What follows belongs to an exercise in optimizing a design on an open flow for small area, a short achievable clock period and few clock cycles per item; a production flow would make more cautious choices.
Function was not checked in any run shown here: the RTL went through the layout flow alone.
Power is estimated from default activity; no workload was simulated.

## flow/design.v (module list and top-level ports; edited modules follow where they fit)
// module ctrr_bcd2: 16 lines
// module ctrr_year_a: 68 lines
// module ctrr_year_b: 87 lines
// module ctrr_ypart: 193 lines
// module ctrr_dm: 101 lines
// module ctrr_wdfin: 74 lines
// module calendar_time_to_rtc_registers_unit: 74 lines
module calendar_time_to_rtc_registers_unit (
    input  wire logic                 i_clk,
    input  wire logic                 i_rst_n,
    input  wire logic                 i_in_valid,
    output logic                      o_in_stall,
    input  wire logic [37:0]          i_in_item,
    output logic                      o_out_valid,
    input  wire logic                 i_out_stall,
    output logic      [41:0]          o_out_item
);
  // ...
==> flow/flow/run.sh <==
#!/bin/bash
# Layout flow: the standard synthesis; then the combinational logic is
# mapped again by ABC (registers, their names and cell types are kept as the
# standard synthesis made them): the cones that drive the outputs with one
# delay target, the rest with another; then the standard layout from
# floorplan to finish, with the settings in params.sh.
set -euo pipefail
F=$(pwd)/flow
R=orfs/results/$FLOW_PLATFORM/calendar_time_to_rtc_registers_unit/base
LIB=$FLOW_HOME/platforms/$FLOW_PLATFORM/lib/sky130_fd_sc_hd__tt_025C_1v80.lib
D_OUT=1200
D_IN=2000
SIZE=0
FINISH_ARGS=()
[ -f $F/params.sh ] && source $F/params.sh

bash standard.sh synth > synth.log 2>&1

cp $R/1_2_yosys.v std_1_2_yosys.v
python3 $F/mkcells.py $LIB std_1_2_yosys.v cells.v > mkcells.log 2>&1
mkscript() {  # delay target, output file
  local sz=""
  [ "$SIZE" = 1 ] && sz="buffer -p\nupsize -D $1\ndnsize -D $1"
  sed -e "s/@D@/$1/" -e "s/@SIZE@/$sz/" $F/map.abc.in > $2
}
mkscript $D_OUT map_out.abc
mkscript $D_IN map_in.abc
FF=$(grep -o "sky130_fd_sc_hd__[a-z0-9_]*df[a-z0-9_]*" std_1_2_yosys.v | sort -u | sed 's/^/:-/' | tr -d '\n')
ABC="abc -liberty $LIB $(cat $F/du.txt) -constr $F/abc.constr"
yosys -l resynth.log -p "read_verilog cells.v; read_verilog std_1_2_yosys.v; hierarchy -top $FLOW_TOP; flatten; techmap; opt -fast -purge; select -set outc o:o_out_item o:o_in_stall %u o:o_out_valid %u %ci*$FF; select -set outg @outc t:\$_* %i; $ABC -script map_out.abc @outg; select -clear; $ABC -script map_in.abc; opt_clean -purge; hilomap -singleton -hicell sky130_fd_sc_hd__conb_1 HI -locell sky130_fd_sc_hd__conb_1 LO; insbuf -buf sky130_fd_sc_hd__buf_4 A X; splitnets; opt_clean -purge; hierarchy -top $FLOW_TOP; stat -liberty $LIB; write_verilog -noattr -noexpr -nohex -nodec -selected resynth.v" > /dev/null 2>&1
python3 $F/checkregs.py std_1_2_yosys.v resynth.v > checkregs.log 2>&1
cp resynth.v $R/1_2_yosys.v
rm -f $R/1_synth.odb $R/1_synth.sdc
bash standard.sh "${FINISH_ARGS[@]}" finish > finish.log 2>&1
==> flow/flow/abc.constr <==
set_driving_cell sky130_fd_sc_hd__buf_1
set_load 5
==> flow/flow/checkregs.py <==
#!/usr/bin/env python3
"""Fails unless two netlists hold the same register instances (name and cell type)."""
import re, sys
def regs(p):
    r = {}
    for cell, name in re.findall(r'^\s*(sky130_fd_sc_hd__\w*df\w*)\s+(\S+)\s*\(', open(p).read(), re.M):
        r[name] = cell
    return r
a, b = regs(sys.argv[1]), regs(sys.argv[2])
print(len(a), "registers in", sys.argv[1], len(b), "in", sys.argv[2])
if a != b:
    print("MISMATCH", set(a.items()) ^ set(b.items()))
    sys.exit(1)
print("same registers")
==> flow/flow/du.txt <==
 -dont_use sky130_fd_sc_hd__probe_p_8 -dont_use sky130_fd_sc_hd__probec_p_8 -dont_use sky130_fd_sc_hd__lpflow_bleeder_1 -dont_use sky130_fd_sc_hd__lpflow_clkbufkapwr_1 -dont_use sky130_fd_sc_hd__lpflow_clkbufkapwr_16 -dont_use sky130_fd_sc_hd__lpflow_clkbufkapwr_2 -dont_use sky130_fd_sc_hd__lpflow_clkbufkapwr_4 -dont_use sky130_fd_sc_hd__lpflow_clkbufkapwr_8 -dont_use sky130_fd_sc_hd__lpflow_clkinvkapwr_1 -dont_use sky130_fd_sc_hd__lpflow_clkinvkapwr_16 -dont_use sky130_fd_sc_hd__lpflow_clkinvkapwr_2 -dont_use sky130_fd_sc_hd__lpflow_clkinvkapwr_4 -dont_use sky130_fd_sc_hd__lpflow_clkinvkapwr_8 -dont_use sky130_fd_sc_hd__lpflow_decapkapwr_12 -dont_use sky130_fd_sc_hd__lpflow_decapkapwr_3 -dont_use sky130_fd_sc_hd__lpflow_decapkapwr_4 -dont_use sky130_fd_sc_hd__lpflow_decapkapwr_6 -dont_use sky130_fd_sc_hd__lpflow_decapkapwr_8 -dont_use sky130_fd_sc_hd__lpflow_inputiso0n_1 -dont_use sky130_fd_sc_hd__lpflow_inputiso0p_1 -dont_use sky130_fd_sc_hd__lpflow_inputiso1n_1 -dont_use sky130_fd_sc_hd__lpflow_inputiso1p_1 -dont_use sky130_fd_sc_hd__lpflow_inputisolatch_1 -dont_use sky130_fd_sc_hd__lpflow_isobufsrc_1 -dont_use sky130_fd_sc_hd__lpflow_isobufsrc_16 -dont_use sky130_fd_sc_hd__lpflow_isobufsrc_2 -dont_use sky130_fd_sc_hd__lpflow_isobufsrc_4 -dont_use sky130_fd_sc_hd__lpflow_isobufsrc_8 -dont_use sky130_fd_sc_hd__lpflow_isobufsrckapwr_16 -dont_use sky130_fd_sc_hd__lpflow_lsbuf_lh_hl_isowell_tap_1 -dont_use sky130_fd_sc_hd__lpflow_lsbuf_lh_hl_isowell_tap_2 -dont_use sky130_fd_sc_hd__lpflow_lsbuf_lh_hl_isowell_tap_4 -dont_use sky130_fd_sc_hd__lpflow_lsbuf_lh_isowell_4 -dont_use sky130_fd_sc_hd__lpflow_lsbuf_lh_isowell_tap_1 -dont_use sky130_fd_sc_hd__lpflow_lsbuf_lh_isowell_tap_2 -dont_use sky130_fd_sc_hd__lpflow_lsbuf_lh_isowell_tap_4
==> flow/flow/map.abc.in <==
strash
dch -f
if -K 6
mfs2
strash
dch -f
map -D @D@
topo
@SIZE@
==> flow/flow/mkcells.py <==
#!/usr/bin/env python3
"""Writes a Verilog model of the liberty's cells used by a netlist: combinational
cells as assigns (from the liberty functions), sequential and function-less cells
as blackboxes. usage: mkcells.py LIB NETLIST OUT"""
import re, sys
lib, net, out = sys.argv[1:4]
used = set(re.findall(r'^\s*(sky130_fd_sc_hd__\w+)\s', open(net).read(), re.M))
text = open(lib).read()
cells = {}
for part in re.split(r'\n\s*cell\s*\(', text)[1:]:
    name = part.split(')')[0].strip().strip('"')
    cells[name] = part
def body_pins(part):
    pins = []
    for m in re.finditer(r'\n\s*pin\s*\(\s*"?(\w+)"?\s*\)\s*\{', part):
        start = m.end(); depth = 1; i = start
        while depth:
            if part[i] == '{': depth += 1
            elif part[i] == '}': depth -= 1
            i += 1
        blk = part[start:i]
        d = re.search(r'direction\s*:\s*"?(\w+)"?', blk)
        f = re.search(r'\n\s*function\s*:\s*"([^"]*)"', blk)
        pins.append((m.group(1), d.group(1) if d else None, f.group(1) if f else None))
    return pins
def vexpr(f):
    f = f.replace('!', '~').replace('+', '|').replace('*', '&')
    f = re.sub(r'\)\s+\(', ')&(', f)
    return f
L = []
for c in sorted(used):
    part = cells[c]
    pins = [p for p in body_pins(part) if p[1] in ('input', 'output')]
    seq = bool(re.search(r'\n\s*(ff|latch|statetable)\s*\(', part))
    outs = [p for p in pins if p[1] == 'output']
    if any(p[2] is None for p in outs):
        seq = True
    ports = ", ".join(p[0] for p in pins)
    if seq:
        L.append("(* blackbox *)")
    L.append(f"module {c} ({ports});")
    for p in pins:
        L.append(f"  {p[1]} {p[0]};")
    if not seq:
        for p in outs:
            L.append(f"  assign {p[0]} = {vexpr(p[2])};")
    L.append("endmodule")
open(out, "w").write("\n".join(L) + "\n")
==> flow/flow/params.sh <==
SIZE=1
D_OUT=1400
D_IN=2000
FINISH_ARGS=(BUFFER_PORTS_ARGS="-buffer_cell sky130_fd_sc_hd__buf_2")
==> flow/standard.sh <==
#!/bin/bash
# synth_recipe.tcl (not shown) runs the flow's synth.tcl, then flattens the netlist and writes it again
# the make line also repeats each setting of config.mk as NAME=value (left out here)
make -C /OpenROAD-flow-scripts/flow DESIGN_CONFIG=/design/flow/config.mk WORK_HOME=/design/flow/orfs CLKGATE_MAP_FILE= SYNTH_SCRIPT=/design/flow/synth_recipe.tcl "${@:-finish}"
==> flow/config.mk <==
export PLATFORM = sky130hd
export DESIGN_NAME = calendar_time_to_rtc_registers_unit
export DESIGN_NICKNAME = calendar_time_to_rtc_registers_unit
export VERILOG_FILES = /design/flow/design.v
export SDC_FILE = /design/flow/constraint.sdc
export NUM_CORES = 4
export LEC_CHECK = 0
export CAP_MARGIN = 20
export CORE_MARGIN = 2
export CORE_UTILIZATION = 40
export SLEW_MARGIN = 20
==> flow/constraint.sdc <==
create_clock -name core_clock -period 6.0 [get_ports {i_clk}]
set_input_delay 1.2000 -clock core_clock [delete_from_list [all_inputs] [get_ports {i_clk}]]
set_output_delay 1.2000 -clock core_clock [all_outputs]
set_load 0.01 [all_outputs]
==> flow_metrics.env, run 1 <==
export IMPL_cp_common_cell="inv_2"
export IMPL_finalClockSkew_ns=0.00357
export IMPL_finalMaxSlewViolations=0
export IMPL_grt_first_pass_wirelength_mm=19.7
export IMPL_post_cts_buffers=0
export IMPL_p_int_uw=810
export IMPL_p_clk_uw=282
export IMPL_arrival_ns=3.72
export IMPL_grt_setup_unrepaired="false"
export IMPL_worst_ep_required_time_ns=6.02
export IMPL_clock_buffers=6
export IMPL_r2r_slack_ns=4.37
export IMPL_p_seq_uw=448
export IMPL_ctsHoldBuffers=0
export IMPL_netlist_instances=676
export IMPL_largest_reg_flops=8
export IMPL_wirelength_met1_mm=5.13
export IMPL_r2r_start="r_v"
export IMPL_outcome="timing/DRC/antenna clean"
export IMPL_firstDrtPassIters=5
export IMPL_placementRows=39
export IMPL_seq_area_sq_um=1460
export IMPL_biggestCellCategory="multi-input gates"
export IMPL_core_area_sq_um=11300
export IMPL_nWellTaps=143
export IMPL_wl_per_cell_microns=12.6
export IMPL_switching_share_pct=39.3
export IMPL_power_density_nw_per_um2=252
==> module ctrr_wdfin, before the edit <==
module ctrr_wdfin (
    input  wire logic [2:0] i_dm,
    input  wire logic [2:0] i_h,
    input  wire logic [2:0] i_k,
    input  wire logic       i_lp,
    output logic      [2:0] o_wd
);
    logic [2:0] w_a, w_t;
    logic [3:0] w_ab;
    logic w_fs0, w_fc0;
    logic w_fs1, w_fc1;
    logic w_fs2, w_fc2;
    logic w_fs3, w_fc3;
    logic w_fs4, w_fc4;
    logic w_fs5, w_fc5;
    assign w_fs0 = i_dm[0] ^ i_h[0] ^ i_k[0];
    assign w_fc0 = (i_dm[0] & i_h[0]) | (i_dm[0] & i_k[0]) | (i_h[0] & i_k[0]);
    assign w_fs1 = i_dm[1] ^ i_h[1] ^ i_k[1];
    assign w_fc1 = (i_dm[1] & i_h[1]) | (i_dm[1] & i_k[1]) | (i_h[1] & i_k[1]);
    assign w_fs2 = i_lp ^ w_fc0 ^ w_fs1;
    assign w_fc2 = (i_lp & w_fc0) | (i_lp & w_fs1) | (w_fc0 & w_fs1);
    assign w_fs3 = i_dm[2] ^ i_h[2] ^ i_k[2];
    assign w_fc3 = (i_dm[2] & i_h[2]) | (i_dm[2] & i_k[2]) | (i_h[2] & i_k[2]);
    assign w_fs4 = i_lp ^ w_fc1 ^ w_fs3;
    assign w_fc4 = (i_lp & w_fc1) | (i_lp & w_fs3) | (w_fc1 & w_fs3);
    assign w_fs5 = w_fs0 ^ w_fc3 ^ w_fc4;
    assign w_fc5 = (w_fs0 & w_fc3) | (w_fs0 & w_fc4) | (w_fc3 & w_fc4);
    assign w_a = {w_fc2, w_fs2, w_fs5};
    logic [5:0] w_tab14_i;
    logic w_tab14_new_n10, w_tab14_new_n11, w_tab14_new_n12, w_tab14_new_n13, w_tab14_new_n14, w_tab14_new_n15, w_tab14_new_n16, w_tab14_new_n17, w_tab14_new_n18, w_tab14_new_n19, w_tab14_new_n20, w_tab14_new_n21, w_tab14_new_n22, w_tab14_new_n23, w_tab14_new_n24, w_tab14_new_n25, w_tab14_new_n26, w_tab14_new_n28, w_tab14_new_n29, w_tab14_new_n30, w_tab14_new_n31, w_tab14_new_n32, w_tab14_new_n33, w_tab14_new_n34, w_tab14_new_n35, w_tab14_new_n36, w_tab14_new_n37, w_tab14_new_n38, w_tab14_new_n39, w_tab14_new_n41, w_tab14_new_n42, w_tab14_new_n43, w_tab14_new_n44, w_tab14_new_n45, w_tab14_new_n46, w_tab14_new_n47, w_tab14_new_n48, w_tab14_new_n49, w_tab14_new_n50;
    assign w_tab14_i = {w_fs4, w_fc5, 1'b0, w_a};
    assign w_tab14_new_n10 = ~w_tab14_i[5] & ~w_tab14_i[2];
    assign w_tab14_new_n11 = w_tab14_i[5] & w_tab14_i[2];
    assign w_tab14_new_n12 = ~w_tab14_new_n10 & ~w_tab14_new_n11;
    assign w_tab14_new_n13 = w_tab14_i[4] & w_tab14_i[1];
    assign w_tab14_new_n14 = ~w_tab14_i[4] & ~w_tab14_i[1];
    assign w_tab14_new_n15 = w_tab14_i[3] & w_tab14_i[0];
    assign w_tab14_new_n16 = ~w_tab14_new_n14 & w_tab14_new_n15;
    assign w_tab14_new_n17 = ~w_tab14_new_n13 & ~w_tab14_new_n16;
    assign w_tab14_new_n18 = w_tab14_new_n12 & ~w_tab14_new_n17;
    assign w_tab14_new_n19 = ~w_tab14_i[3] & ~w_tab14_i[0];
    assign w_tab14_new_n20 = ~w_tab14_new_n14 & ~w_tab14_new_n19;
    assign w_tab14_new_n21 = w_tab14_new_n11 & ~w_tab14_new_n13;
    assign w_tab14_new_n22 = ~w_tab14_new_n20 & w_tab14_new_n21;
    assign w_tab14_new_n23 = ~w_tab14_new_n18 & ~w_tab14_new_n22;
    assign w_tab14_new_n24 = w_tab14_new_n14 & w_tab14_new_n19;
    assign w_tab14_new_n25 = w_tab14_new_n10 & w_tab14_new_n17;
    assign w_tab14_new_n26 = ~w_tab14_new_n24 & w_tab14_new_n25;
    assign o_wd[2] = w_tab14_new_n23 & ~w_tab14_new_n26;
    assign w_tab14_new_n28 = ~w_tab14_new_n11 & ~w_tab14_new_n15;
    assign w_tab14_new_n29 = ~w_tab14_new_n13 & w_tab14_new_n20;
    assign w_tab14_new_n30 = ~w_tab14_new_n28 & w_tab14_new_n29;
    assign w_tab14_new_n31 = ~w_tab14_new_n10 & w_tab14_new_n24;
    assign w_tab14_new_n32 = ~w_tab14_new_n30 & ~w_tab14_new_n31;
    assign w_tab14_new_n33 = ~w_tab14_new_n10 & ~w_tab14_new_n19;
    assign w_tab14_new_n34 = w_tab14_new_n13 & ~w_tab14_new_n15;
    assign w_tab14_new_n35 = ~w_tab14_new_n33 & w_tab14_new_n34;
    assign w_tab14_new_n36 = ~w_tab14_new_n15 & ~w_tab14_new_n19;
    assign w_tab14_new_n37 = ~w_tab14_new_n11 & w_tab14_new_n14;
    assign w_tab14_new_n38 = w_tab14_new_n36 & w_tab14_new_n37;
    assign w_tab14_new_n39 = ~w_tab14_new_n35 & ~w_tab14_new_n38;
    assign o_wd[1] = w_tab14_new_n32 & w_tab14_new_n39;
    assign w_tab14_new_n41 = ~w_tab14_new_n11 & ~w_tab14_new_n13;
    assign w_tab14_new_n42 = w_tab14_new_n36 & ~w_tab14_new_n41;
    assign w_tab14_new_n43 = w_tab14_new_n19 & w_tab14_new_n41;
    assign w_tab14_new_n44 = ~w_tab14_new_n42 & ~w_tab14_new_n43;
    assign w_tab14_new_n45 = ~w_tab14_new_n10 & ~w_tab14_new_n44;
    assign w_tab14_new_n46 = w_tab14_new_n14 & ~w_tab14_new_n15;
    assign w_tab14_new_n47 = w_tab14_new_n10 & ~w_tab14_new_n46;
    assign w_tab14_new_n48 = ~w_tab14_new_n36 & w_tab14_new_n47;
    assign w_tab14_new_n49 = w_tab14_new_n15 & w_tab14_new_n37;
    assign w_tab14_new_n50 = ~w_tab14_new_n48 & ~w_tab14_new_n49;
    assign o_wd[0] = ~w_tab14_new_n45 & w_tab14_new_n50;
endmodule
==> module calendar_time_to_rtc_registers_unit, before the edit <==
module calendar_time_to_rtc_registers_unit (
    input  wire logic                 i_clk,
    input  wire logic                 i_rst_n,
    input  wire logic                 i_in_valid,
    output logic                      o_in_stall,
    input  wire logic [37:0]          i_in_item,
    output logic                      o_out_valid,
    input  wire logic                 i_out_stall,
    output logic      [41:0]          o_out_item
);
    ctrr_pkg::t_in_item  w_in;
    ctrr_pkg::t_out_item w_o;
    assign w_in = ctrr_pkg::t_in_item'(i_in_item);
    logic r_v;
    assign o_in_stall  = r_v && i_out_stall;
    assign o_out_valid = r_v;
    always_ff @(posedge i_clk) begin
        if (!i_rst_n) r_v <= 1'b0;
        else          r_v <= i_in_valid || (r_v && i_out_stall);
    end
    logic [2:0] w_m5;
    logic       w_ylow;
    logic [2:0] w_h, w_k, w_dm;
    logic       w_leap, w_early;
    ctrr_year_a u_year_a (.i_y(w_in.year), .o_m5(w_m5), .o_ylow(w_ylow));
    ctrr_ypart u_ypart (.i_y(w_in.year), .o_h(w_h), .o_k(w_k), .o_leap(w_leap));
    ctrr_dm    u_dm    (.i_d(w_in.day), .i_m(w_in.month), .o_r(w_dm), .o_early(w_early));
    logic [5:0] r_sec, r_min;
    logic [4:0] r_hr, r_day;
    logic [3:0] r_mon;
    logic [7:0] r_y;
    logic [2:0] r_m5;
    logic       r_ylow;
    logic [2:0] r_h, r_k, r_dm;
    logic       r_lp;
    always_ff @(posedge i_clk) begin
        if (i_in_valid && !o_in_stall) begin
            r_sec  <= w_in.seconds;
            r_min  <= w_in.minutes;
            r_hr   <= w_in.hours;
            r_day  <= w_in.day;
            r_mon  <= w_in.month;
            r_y    <= w_in.year[7:0];
            r_m5   <= w_m5;
            r_ylow <= w_ylow;
            r_h    <= w_h;
            r_k    <= w_k;
            r_dm   <= w_dm;
            r_lp   <= w_early && w_leap;
        end
    end
    logic [2:0] w_sec_t, w_min_t, w_hr_t, w_day_t, w_mon_t;
    logic [3:0] w_sec_o, w_min_o, w_hr_o, w_day_o, w_mon_o;
    logic [2:0] w_wd;
    logic [7:0] w_yb;
    ctrr_year_b u_year_b (.i_m5(r_m5), .i_ylow(r_ylow), .i_y(r_y), .o_yb(w_yb));
    ctrr_bcd2 u_bcd_sec (.i_value(r_sec),          .o_tens(w_sec_t), .o_ones(w_sec_o));
    ctrr_bcd2 u_bcd_min (.i_value(r_min),          .o_tens(w_min_t), .o_ones(w_min_o));
    ctrr_bcd2 u_bcd_hr  (.i_value({1'b0, r_hr}),   .o_tens(w_hr_t),  .o_ones(w_hr_o));
    ctrr_bcd2 u_bcd_day (.i_value({1'b0, r_day}),  .o_tens(w_day_t), .o_ones(w_day_o));
    ctrr_bcd2 u_bcd_mon (.i_value({2'b00, r_mon}), .o_tens(w_mon_t), .o_ones(w_mon_o));
    ctrr_wdfin u_wdfin (.i_dm(r_dm), .i_h(r_h), .i_k(r_k), .i_lp(r_lp), .o_wd(w_wd));
    always_comb begin
        w_o              = '0;
        w_o.seconds_bcd  = {w_sec_t, w_sec_o};
        w_o.minutes_bcd  = {w_min_t, w_min_o};
        w_o.hours_bcd    = {w_hr_t[1:0], w_hr_o};
        w_o.date_bcd     = {w_day_t[1:0], w_day_o};
        w_o.month_bcd    = {w_mon_t[0], w_mon_o};
        w_o.weekday_code = w_wd;
        w_o.year_bcd     = w_yb;
    end
    assign o_out_item = w_o;
endmodule
==> inputs of run 2 (changes only) <==
--- a/flow/design.v
+++ b/flow/design.v
@@ -497,4 +497,3 @@
     input  wire logic [2:0] i_dm,
-    input  wire logic [2:0] i_h,
-    input  wire logic [2:0] i_k,
+    input  wire logic [2:0] i_y,
     input  wire logic       i_lp,
@@ -502,68 +501,73 @@
 );
-    logic [2:0] w_a, w_t;
-    logic [3:0] w_ab;
-    logic w_fs0, w_fc0;
-    logic w_fs1, w_fc1;
-    logic w_fs2, w_fc2;
-    logic w_fs3, w_fc3;
-    logic w_fs4, w_fc4;
-    logic w_fs5, w_fc5;
-    assign w_fs0 = i_dm[0] ^ i_h[0] ^ i_k[0];
-    assign w_fc0 = (i_dm[0] & i_h[0]) | (i_dm[0] & i_k[0]) | (i_h[0] & i_k[0]);
-    assign w_fs1 = i_dm[1] ^ i_h[1] ^ i_k[1];
-    assign w_fc1 = (i_dm[1] & i_h[1]) | (i_dm[1] & i_k[1]) | (i_h[1] & i_k[1]);
-    assign w_fs2 = i_lp ^ w_fc0 ^ w_fs1;
-    assign w_fc2 = (i_lp & w_fc0) | (i_lp & w_fs1) | (w_fc0 & w_fs1);
-    assign w_fs3 = i_dm[2] ^ i_h[2] ^ i_k[2];
-    assign w_fc3 = (i_dm[2] & i_h[2]) | (i_dm[2] & i_k[2]) | (i_h[2] & i_k[2]);
-    assign w_fs4 = i_lp ^ w_fc1 ^ w_fs3;
-    assign w_fc4 = (i_lp & w_fc1) | (i_lp & w_fs3) | (w_fc1 & w_fs3);
-    assign w_fs5 = w_fs0 ^ w_fc3 ^ w_fc4;
-    assign w_fc5 = (w_fs0 & w_fc3) | (w_fs0 & w_fc4) | (w_fc3 & w_fc4);
-    assign w_a = {w_fc2, w_fs2, w_fs5};
-    logic [5:0] w_tab14_i;
-    logic w_tab14_new_n10, w_tab14_new_n11, w_tab14_new_n12, w_tab14_new_n13, w_tab14_new_n14, w_tab14_new_n15, w_tab14_new_n16, w_tab14_new_n17, w_tab14_new_n18, w_tab14_new_n19, w_tab14_new_n20, w_tab14_new_n21, w_tab14_new_n22, w_tab14_new_n23, w_tab14_new_n24, w_tab14_new_n25, w_tab14_new_n26, w_tab14_new_n28, w_tab14_new_n29, w_tab14_new_n30, w_tab14_new_n31, w_tab14_new_n32, w_tab14_new_n33, w_tab14_new_n34, w_tab14_new_n35, w_tab14_new_n36, w_tab14_new_n37, w_tab14_new_n38, w_tab14_new_n39, w_tab14_new_n41, w_tab14_new_n42, w_tab14_new_n43, w_tab14_new_n44, w_tab14_new_n45, w_tab14_new_n46, w_tab14_new_n47, w_tab14_new_n48, w_tab14_new_n49, w_tab14_new_n50;
-    assign w_tab14_i = {w_fs4, w_fc5, 1'b0, w_a};
-    assign w_tab14_new_n10 = ~w_tab14_i[5] & ~w_tab14_i[2];
-    assign w_tab14_new_n11 = w_tab14_i[5] & w_tab14_i[2];
-    assign w_tab14_new_n12 = ~w_tab14_new_n10 & ~w_tab14_new_n11;
-    assign w_tab14_new_n13 = w_tab14_i[4] & w_tab14_i[1];
-    assign w_tab14_new_n14 = ~w_tab14_i[4] & ~w_tab14_i[1];
-    assign w_tab14_new_n15 = w_tab14_i[3] & w_tab14_i[0];
-    assign w_tab14_new_n16 = ~w_tab14_new_n14 & w_tab14_new_n15;
-    assign w_tab14_new_n17 = ~w_tab14_new_n13 & ~w_tab14_new_n16;
-    assign w_tab14_new_n18 = w_tab14_new_n12 & ~w_tab14_new_n17;
-    assign w_tab14_new_n19 = ~w_tab14_i[3] & ~w_tab14_i[0];
-    assign w_tab14_new_n20 = ~w_tab14_new_n14 & ~w_tab14_new_n19;
-    assign w_tab14_new_n21 = w_tab14_new_n11 & ~w_tab14_new_n13;
-    assign w_tab14_new_n22 = ~w_tab14_new_n20 & w_tab14_new_n21;
-    assign w_tab14_new_n23 = ~w_tab14_new_n18 & ~w_tab14_new_n22;
-    assign w_tab14_new_n24 = w_tab14_new_n14 & w_tab14_new_n19;
-    assign w_tab14_new_n25 = w_tab14_new_n10 & w_tab14_new_n17;
-    assign w_tab14_new_n26 = ~w_tab14_new_n24 & w_tab14_new_n25;
-    assign o_wd[2] = w_tab14_new_n23 & ~w_tab14_new_n26;
-    assign w_tab14_new_n28 = ~w_tab14_new_n11 & ~w_tab14_new_n15;
-    assign w_tab14_new_n29 = ~w_tab14_new_n13 & w_tab14_new_n20;
-    assign w_tab14_new_n30 = ~w_tab14_new_n28 & w_tab14_new_n29;
-    assign w_tab14_new_n31 = ~w_tab14_new_n10 & w_tab14_new_n24;
-    assign w_tab14_new_n32 = ~w_tab14_new_n30 & ~w_tab14_new_n31;
-    assign w_tab14_new_n33 = ~w_tab14_new_n10 & ~w_tab14_new_n19;
-    assign w_tab14_new_n34 = w_tab14_new_n13 & ~w_tab14_new_n15;
-    assign w_tab14_new_n35 = ~w_tab14_new_n33 & w_tab14_new_n34;
-    assign w_tab14_new_n36 = ~w_tab14_new_n15 & ~w_tab14_new_n19;
-    assign w_tab14_new_n37 = ~w_tab14_new_n11 & w_tab14_new_n14;
-    assign w_tab14_new_n38 = w_tab14_new_n36 & w_tab14_new_n37;
-    assign w_tab14_new_n39 = ~w_tab14_new_n35 & ~w_tab14_new_n38;
-    assign o_wd[1] = w_tab14_new_n32 & w_tab14_new_n39;
-    assign w_tab14_new_n41 = ~w_tab14_new_n11 & ~w_tab14_new_n13;
-    assign w_tab14_new_n42 = w_tab14_new_n36 & ~w_tab14_new_n41;
-    assign w_tab14_new_n43 = w_tab14_new_n19 & w_tab14_new_n41;
-    assign w_tab14_new_n44 = ~w_tab14_new_n42 & ~w_tab14_new_n43;
-    assign w_tab14_new_n45 = ~w_tab14_new_n10 & ~w_tab14_new_n44;
-    assign w_tab14_new_n46 = w_tab14_new_n14 & ~w_tab14_new_n15;
-    assign w_tab14_new_n47 = w_tab14_new_n10 & ~w_tab14_new_n46;
-    assign w_tab14_new_n48 = ~w_tab14_new_n36 & w_tab14_new_n47;
-    assign w_tab14_new_n49 = w_tab14_new_n15 & w_tab14_new_n37;
-    assign w_tab14_new_n50 = ~w_tab14_new_n48 & ~w_tab14_new_n49;
-    assign o_wd[0] = ~w_tab14_new_n45 & w_tab14_new_n50;
+    logic [6:0] w_tab14_i;
+    logic w_tab14_new_n11, w_tab14_new_n12, w_tab14_new_n13, w_tab14_new_n14, w_tab14_new_n15, w_tab14_new_n16, w_tab14_new_n17, w_tab14_new_n18, w_tab14_new_n19, w_tab14_new_n20, w_tab14_new_n21, w_tab14_new_n22, w_tab14_new_n23, w_tab14_new_n24, w_tab14_new_n25, w_tab14_new_n26, w_tab14_new_n27, w_tab14_new_n28, w_tab14_new_n29, w_tab14_new_n30, w_tab14_new_n31, w_tab14_new_n32, w_tab14_new_n33, w_tab14_new_n34, w_tab14_new_n35, w_tab14_new_n36, w_tab14_new_n37, w_tab14_new_n38, w_tab14_new_n39, w_tab14_new_n40, w_tab14_new_n41, w_tab14_new_n42, w_tab14_new_n43, w_tab14_new_n44, w_tab14_new_n45, w_tab14_new_n46, w_tab14_new_n47, w_tab14_new_n48, w_tab14_new_n49, w_tab14_new_n50, w_tab14_new_n51, w_tab14_new_n52, w_tab14_new_n54, w_tab14_new_n55, w_tab14_new_n56, w_tab14_new_n57, w_tab14_new_n58, w_tab14_new_n59, w_tab14_new_n60, w_tab14_new_n61, w_tab14_new_n62, w_tab14_new_n63, w_tab14_new_n64, w_tab14_new_n65, w_tab14_new_n66, w_tab14_new_n67, w_tab14_new_n69, w_tab14_new_n70, w_tab14_new_n71, w_tab14_new_n72, w_tab14_new_n73, w_tab14_new_n74, w_tab14_new_n75, w_tab14_new_n76, w_tab14_new_n77;
+    assign w_tab14_i = {i_dm, i_y, i_lp};
+    assign w_tab14_new_n11 = ~w_tab14_i[6] & ~w_tab14_i[3];
+    assign w_tab14_new_n12 = ~w_tab14_i[5] & ~w_tab14_i[2];
+    assign w_tab14_new_n13 = w_tab14_i[1] & ~w_tab14_i[0];
+    assign w_tab14_new_n14 = w_tab14_i[4] & w_tab14_new_n13;
+    assign w_tab14_new_n15 = ~w_tab14_new_n12 & w_tab14_new_n14;
+    assign w_tab14_new_n16 = ~w_tab14_new_n11 & w_tab14_new_n15;
+    assign w_tab14_new_n17 = w_tab14_i[6] & w_tab14_i[3];
+    assign w_tab14_new_n18 = ~w_tab14_i[1] & w_tab14_i[0];
+    assign w_tab14_new_n19 = ~w_tab14_i[4] & w_tab14_new_n18;
+    assign w_tab14_new_n20 = ~w_tab14_new_n17 & w_tab14_new_n19;
+    assign w_tab14_new_n21 = w_tab14_i[5] & w_tab14_i[2];
+    assign w_tab14_new_n22 = ~w_tab14_new_n17 & ~w_tab14_new_n21;
+    assign w_tab14_new_n23 = ~w_tab14_new_n11 & ~w_tab14_new_n22;
+    assign w_tab14_new_n24 = ~w_tab14_new_n20 & w_tab14_new_n23;
+    assign w_tab14_new_n25 = ~w_tab14_new_n16 & ~w_tab14_new_n24;
+    assign w_tab14_new_n26 = ~w_tab14_i[4] & ~w_tab14_new_n13;
+    assign w_tab14_new_n27 = ~w_tab14_new_n18 & ~w_tab14_new_n26;
+    assign w_tab14_new_n28 = ~w_tab14_new_n19 & ~w_tab14_new_n27;
+    assign w_tab14_new_n29 = ~w_tab14_i[2] & w_tab14_new_n28;
+    assign w_tab14_new_n30 = w_tab14_new_n17 & w_tab14_new_n18;
+    assign w_tab14_new_n31 = ~w_tab14_new_n12 & w_tab14_new_n17;
+    assign w_tab14_new_n32 = ~w_tab14_i[5] & w_tab14_new_n26;
+    assign w_tab14_new_n33 = w_tab14_new_n31 & ~w_tab14_new_n32;
+    assign w_tab14_new_n34 = ~w_tab14_new_n30 & ~w_tab14_new_n33;
+    assign w_tab14_new_n35 = ~w_tab14_new_n29 & ~w_tab14_new_n34;
+    assign w_tab14_new_n36 = ~w_tab14_new_n25 & ~w_tab14_new_n35;
+    assign w_tab14_new_n37 = w_tab14_new_n12 & ~w_tab14_new_n17;
+    assign w_tab14_new_n38 = ~w_tab14_new_n11 & ~w_tab14_new_n37;
+    assign w_tab14_new_n39 = ~w_tab14_i[2] & w_tab14_new_n11;
+    assign w_tab14_new_n40 = w_tab14_new_n19 & ~w_tab14_new_n39;
+    assign w_tab14_new_n41 = ~w_tab14_new_n38 & w_tab14_new_n40;
+    assign w_tab14_new_n42 = ~w_tab14_new_n36 & ~w_tab14_new_n41;
+    assign w_tab14_new_n43 = ~w_tab14_new_n12 & ~w_tab14_new_n21;
+    assign w_tab14_new_n44 = w_tab14_new_n30 & w_tab14_new_n43;
+    assign w_tab14_new_n45 = w_tab14_new_n13 & w_tab14_new_n21;
+    assign w_tab14_new_n46 = w_tab14_new_n11 & ~w_tab14_new_n15;
+    assign w_tab14_new_n47 = ~w_tab14_new_n45 & w_tab14_new_n46;
+    assign w_tab14_new_n48 = ~w_tab14_new_n44 & ~w_tab14_new_n47;
+    assign w_tab14_new_n49 = ~w_tab14_new_n13 & w_tab14_new_n21;
+    assign w_tab14_new_n50 = w_tab14_new_n12 & ~w_tab14_new_n27;
+    assign w_tab14_new_n51 = ~w_tab14_new_n49 & ~w_tab14_new_n50;
+    assign w_tab14_new_n52 = ~w_tab14_new_n48 & w_tab14_new_n51;
+    assign o_wd[2] = w_tab14_new_n42 & ~w_tab14_new_n52;
+    assign w_tab14_new_n54 = w_tab14_new_n17 & w_tab14_new_n27;
+    assign w_tab14_new_n55 = ~w_tab14_new_n14 & ~w_tab14_new_n54;
+    assign w_tab14_new_n56 = ~w_tab14_new_n20 & w_tab14_new_n55;
+    assign w_tab14_new_n57 = w_tab14_new_n43 & ~w_tab14_new_n56;
+    assign w_tab14_new_n58 = w_tab14_new_n28 & ~w_tab14_new_n43;
+    assign w_tab14_new_n59 = ~w_tab14_new_n39 & w_tab14_new_n58;
+    assign w_tab14_new_n60 = w_tab14_new_n11 & ~w_tab14_new_n18;
+    assign w_tab14_new_n61 = ~w_tab14_new_n14 & w_tab14_new_n60;
+    assign w_tab14_new_n62 = ~w_tab14_new_n30 & ~w_tab14_new_n61;
+    assign w_tab14_new_n63 = w_tab14_new_n21 & ~w_tab14_new_n62;
+    assign w_tab14_new_n64 = ~w_tab14_new_n14 & w_tab14_new_n27;
+    assign w_tab14_new_n65 = w_tab14_new_n37 & w_tab14_new_n64;
+    assign w_tab14_new_n66 = ~w_tab14_new_n63 & ~w_tab14_new_n65;
+    assign w_tab14_new_n67 = ~w_tab14_new_n59 & w_tab14_new_n66;
+    assign o_wd[1] = ~w_tab14_new_n57 & w_tab14_new_n67;
+    assign w_tab14_new_n69 = ~w_tab14_i[5] & w_tab14_new_n39;
+    assign w_tab14_new_n70 = ~w_tab14_new_n31 & ~w_tab14_new_n69;
+    assign w_tab14_new_n71 = w_tab14_new_n19 & ~w_tab14_new_n70;
+    assign w_tab14_new_n72 = w_tab14_new_n14 & ~w_tab14_new_n38;
+    assign w_tab14_new_n73 = ~w_tab14_new_n71 & ~w_tab14_new_n72;
+    assign w_tab14_new_n74 = ~w_tab14_new_n23 & ~w_tab14_new_n69;
+    assign w_tab14_new_n75 = w_tab14_new_n28 & w_tab14_new_n74;
+    assign w_tab14_new_n76 = w_tab14_new_n23 & w_tab14_new_n64;
+    assign w_tab14_new_n77 = ~w_tab14_new_n75 & ~w_tab14_new_n76;
+    assign o_wd[0] = w_tab14_new_n73 & w_tab14_new_n77;
 endmodule
@@ -595,2 +599,4 @@
     logic [2:0] w_h, w_k, w_dm;
+    logic [3:0] w_hk;
+    logic [2:0] w_yr;
     logic       w_leap, w_early;
@@ -599,2 +605,4 @@
     ctrr_dm    u_dm    (.i_d(w_in.day), .i_m(w_in.month), .o_r(w_dm), .o_early(w_early));
+    assign w_hk = 4'(w_h) + 4'(w_k);
+    assign w_yr = w_hk[2:0] + {2'b00, w_hk[3]};
     logic [5:0] r_sec, r_min;
@@ -605,3 +613,3 @@
     logic       r_ylow;
-    logic [2:0] r_h, r_k, r_dm;
+    logic [2:0] r_yr, r_dm;
     logic       r_lp;
@@ -617,4 +625,3 @@
             r_ylow <= w_ylow;
-            r_h    <= w_h;
-            r_k    <= w_k;
+            r_yr   <= w_yr;
             r_dm   <= w_dm;
@@ -633,3 +640,3 @@
     ctrr_bcd2 u_bcd_mon (.i_value({2'b00, r_mon}), .o_tens(w_mon_t), .o_ones(w_mon_o));
-    ctrr_wdfin u_wdfin (.i_dm(r_dm), .i_h(r_h), .i_k(r_k), .i_lp(r_lp), .o_wd(w_wd));
+    ctrr_wdfin u_wdfin (.i_dm(r_dm), .i_y(r_yr), .i_lp(r_lp), .o_wd(w_wd));
     always_comb begin
==> flow/flow/params.sh (replaced) <==
SIZE=1
D_OUT=1200
D_IN=2000
FINISH_ARGS=(BUFFER_PORTS_ARGS="-buffer_cell sky130_fd_sc_hd__buf_2")
==> flow_metrics.env, run 2 <==
export IMPL_end_kind="register"
export IMPL_clock_sinks=46
export IMPL_dp_hpwl_mm=9.05
export IMPL_num_nets_final=797
export IMPL_cp_buffers_inverters=3
export IMPL_core_area_sq_um=10900
export IMPL_path_clk_slew_ns=0.10
export IMPL_ios=86
export IMPL_drive_gt1_share_pct=16.7
export IMPL_grt_max_degree=38
export IMPL_power_density_nw_per_um2=230
export IMPL_worst_slew_pin_slew_ns=0.469
export IMPL_layout_commonest_cell="nor2_1"
export IMPL_synth_nets=720
export IMPL_timing_final_crit_share_pct=64.9
export IMPL_wl_per_cell_microns=12.7
export IMPL_netlist_instances=678
export IMPL_drc=0
export IMPL_vias=4790
export IMPL_multi_input_area_sq_um=2610
export IMPL_ir_drop_uv=108
export IMPL_placementRows=38
export IMPL_layout_min_cycle_time_ns=3.89
export IMPL_root_buffer="clkbuf_8"
export IMPL_fillers=1104
export IMPL_finalSetupViolCount=0
export IMPL_seq_area_sq_um=1370
export IMPL_place_gp_congestion=0.882
export IMPL_slew_headroom_pct=68.7
export IMPL_portBuffers=85
export IMPL_grtUsageTotal_pct=18.6
export IMPL_drt_iter0_drc=376
export IMPL_leakage_uw=0.00237
export IMPL_vias_per_cell=5.34
export IMPL_grt_first_pass_wirelength_mm=18.5
export IMPL_max_freq_mhz=257
export IMPL_min_path_type="register to register"
export IMPL_die_w_microns=110
export IMPL_clkLatencyLatePin_ns=0.30
export IMPL_totalWireLength_mm=11.3
export IMPL_clk_path_buf_depth=2
export IMPL_finalClockSkew_ns=0.0118
export IMPL_finalMaxSlewViolations=0
export IMPL_largest_registers="r_y (8), r_min (6), r_sec (6)"
export IMPL_chipHeight_microns=110
export IMPL_dieArea_sq_um=12100
export IMPL_cp_max_fo=10
export IMPL_yosysWarnings=2
export IMPL_grt_overflow=0
export IMPL_tns_ns=0
export IMPL_critPathMaxStageDelay_ns=0.37
export IMPL_slowest_stage="and2_1"
export IMPL_start_util_pct=41.3
export IMPL_grt_pass1_vias=4210
export IMPL_htree_levels=2
export IMPL_crit_chain="buf_2 -> nor2_1 -> o21ai_1 -> xor2_1 -> inv_1 -> o21ai_1 -> and2_1 -> nand2_2 -> o21ai_2 -> nand2_2 -> o41ai_2 -> nand2_1 -> o21ai_0 -> o21ai_1 -> nand3b_2 -> inv_2 -> nor3_1 -> nor4_2"
export IMPL_cap_violations=0
export IMPL_synth_avg_cell_area_sq_um=6.63
export IMPL_syn_area_sq_um=4490
export IMPL_worst_ep_required_time_ns=6.06
export IMPL_crit_family="simple AND/OR/NAND/NOR gates"
export IMPL_antenna_found_initial=1
export IMPL_finalHoldViolations=0
export IMPL_cp_common_cell="o21ai_1"
export IMPL_areaGrowthSynthToFinish_pct=13.6
export IMPL_grt_setup_unrepaired="false"
export IMPL_cts_buffers=5
export IMPL_critPathKind="input port to register"
export IMPL_top_register="r_y"
export IMPL_cts_resized_gates=0
export IMPL_ant_nets=0
export IMPL_ctsHoldBuffers=0
export IMPL_post_cts_buffers=0
export IMPL_firstDrtPassIters=7
export IMPL_outcome="timing/DRC/antenna clean"
export IMPL_largest_reg_flops=8
export IMPL_start_kind="input port"
export IMPL_final_util_pct=46.9
export IMPL_arrival_ns=3.95
export IMPL_final_cell_mix="121 x nor2_1, 105 x inv_1, 100 x nand2_1"
export IMPL_cts_tree="built"
## run 2: path summary, 6_finish.rpt
kind	slack (ns)	to	cells after the start	startpoint
max	2.11	r_yr[1]	18	i_in_item[32]
min reg2reg	0.70	r_v	2	r_v
max reg2reg	4.37	r_y[6]	3	r_v
min	0.70	r_v	2	r_v
## run 2: power by group
group          switching, uW  internal, uW  leakage [uW]  total (uW)
Combinational            358           195       0.00188         553
Clock                    112          84.2     0.0000448         196
Sequential              28.6           395      0.000445         423
## run 2: area by class of cell
type | count | share of cell area (%)
Sequential cell | 46 | 26.9
Tap cell | 140 | 3.43
Antenna cell | 1 | 0.0490
Timing Repair Buffer | 86 | 8.48
Clock buffer | 5 | 1.35
Multi-Input combinational cell | 505 | 51.2
Clock inverter | 3 | 0.490
Inverter | 111 | 8.17
## run 2: metrics by stage
step | setup slack [ns] | std cells | cell area (sq um) | power [uW] | hold WS, ns
floorplan | 2.25 | 678 | 4490 | 833 | 0.728
global route | 1.68 | 897 | 5100 | 1270 | 0.768
detailed placement | 1.83 | 888 | 5010 | 975 | 0.687
CTS | 2.16 | 896 | 5100 | 1170 | 0.710
finish | 2.11 | 897 | 5100 | 1170 | 0.703
global placement | 1.96 | 888 | 5010 | 965 | 0.661
## run 2: tightest hold or removal path, stage by stage, from the launching register on
cell and delay [ns]:
dfxtp_1 0.34, and2_1 0.20, o21a_1 0.14
## run 2: metal layers
metal  up-vias  share of wire (%)  global-route usage [%]
met3        12                6.3                    2.00
li1       2463                  -                       -
met2       158                 47                    32.5
met4         0                1.6                    5.88
met1      2157                 45                    24.1
met5         -                  0                       0

==> what the ideal ports hide <==
No port has a modelled driver above. Below, the same layouts with a new extraction and two added sets of constraints. Step 1: set_driving_cell puts a clkbuf_16 on i_clk and a buf_2 on each other input, an assumption about the parent block. Step 2 adds t to the input delays and takes it off the output delays; t is the mean of the earliest and latest rising clock arrival at the registers after step 1. Input paths then give back, and output paths get back, about the clock's delay inside the block. a / b / c = ideal / step 1 / step 2; a / b = the first two.
| run | t, ns | setup slack, ns | worst hold slack (ns) | latest minus earliest clock arrival (ns) | cell pins on the clock port's net |
|---|---|---|---|---|---|
| run 1 | 0.321 | 2.298 / 2.313 / 1.993 | 0.672 / 0.672 / 0.672 | 0.006 / 0.005 | 1 |
| run 2 | 0.325 | 2.108 / 2.113 / 1.788 | 0.703 / 0.703 / 0.703 | 0.012 / 0.012 | 1 |
After both steps every run listed still meets setup and hold. The setup slack of run 2, which loses most, moves by +0.005 ns with the drivers and by -0.320 ns with both steps.
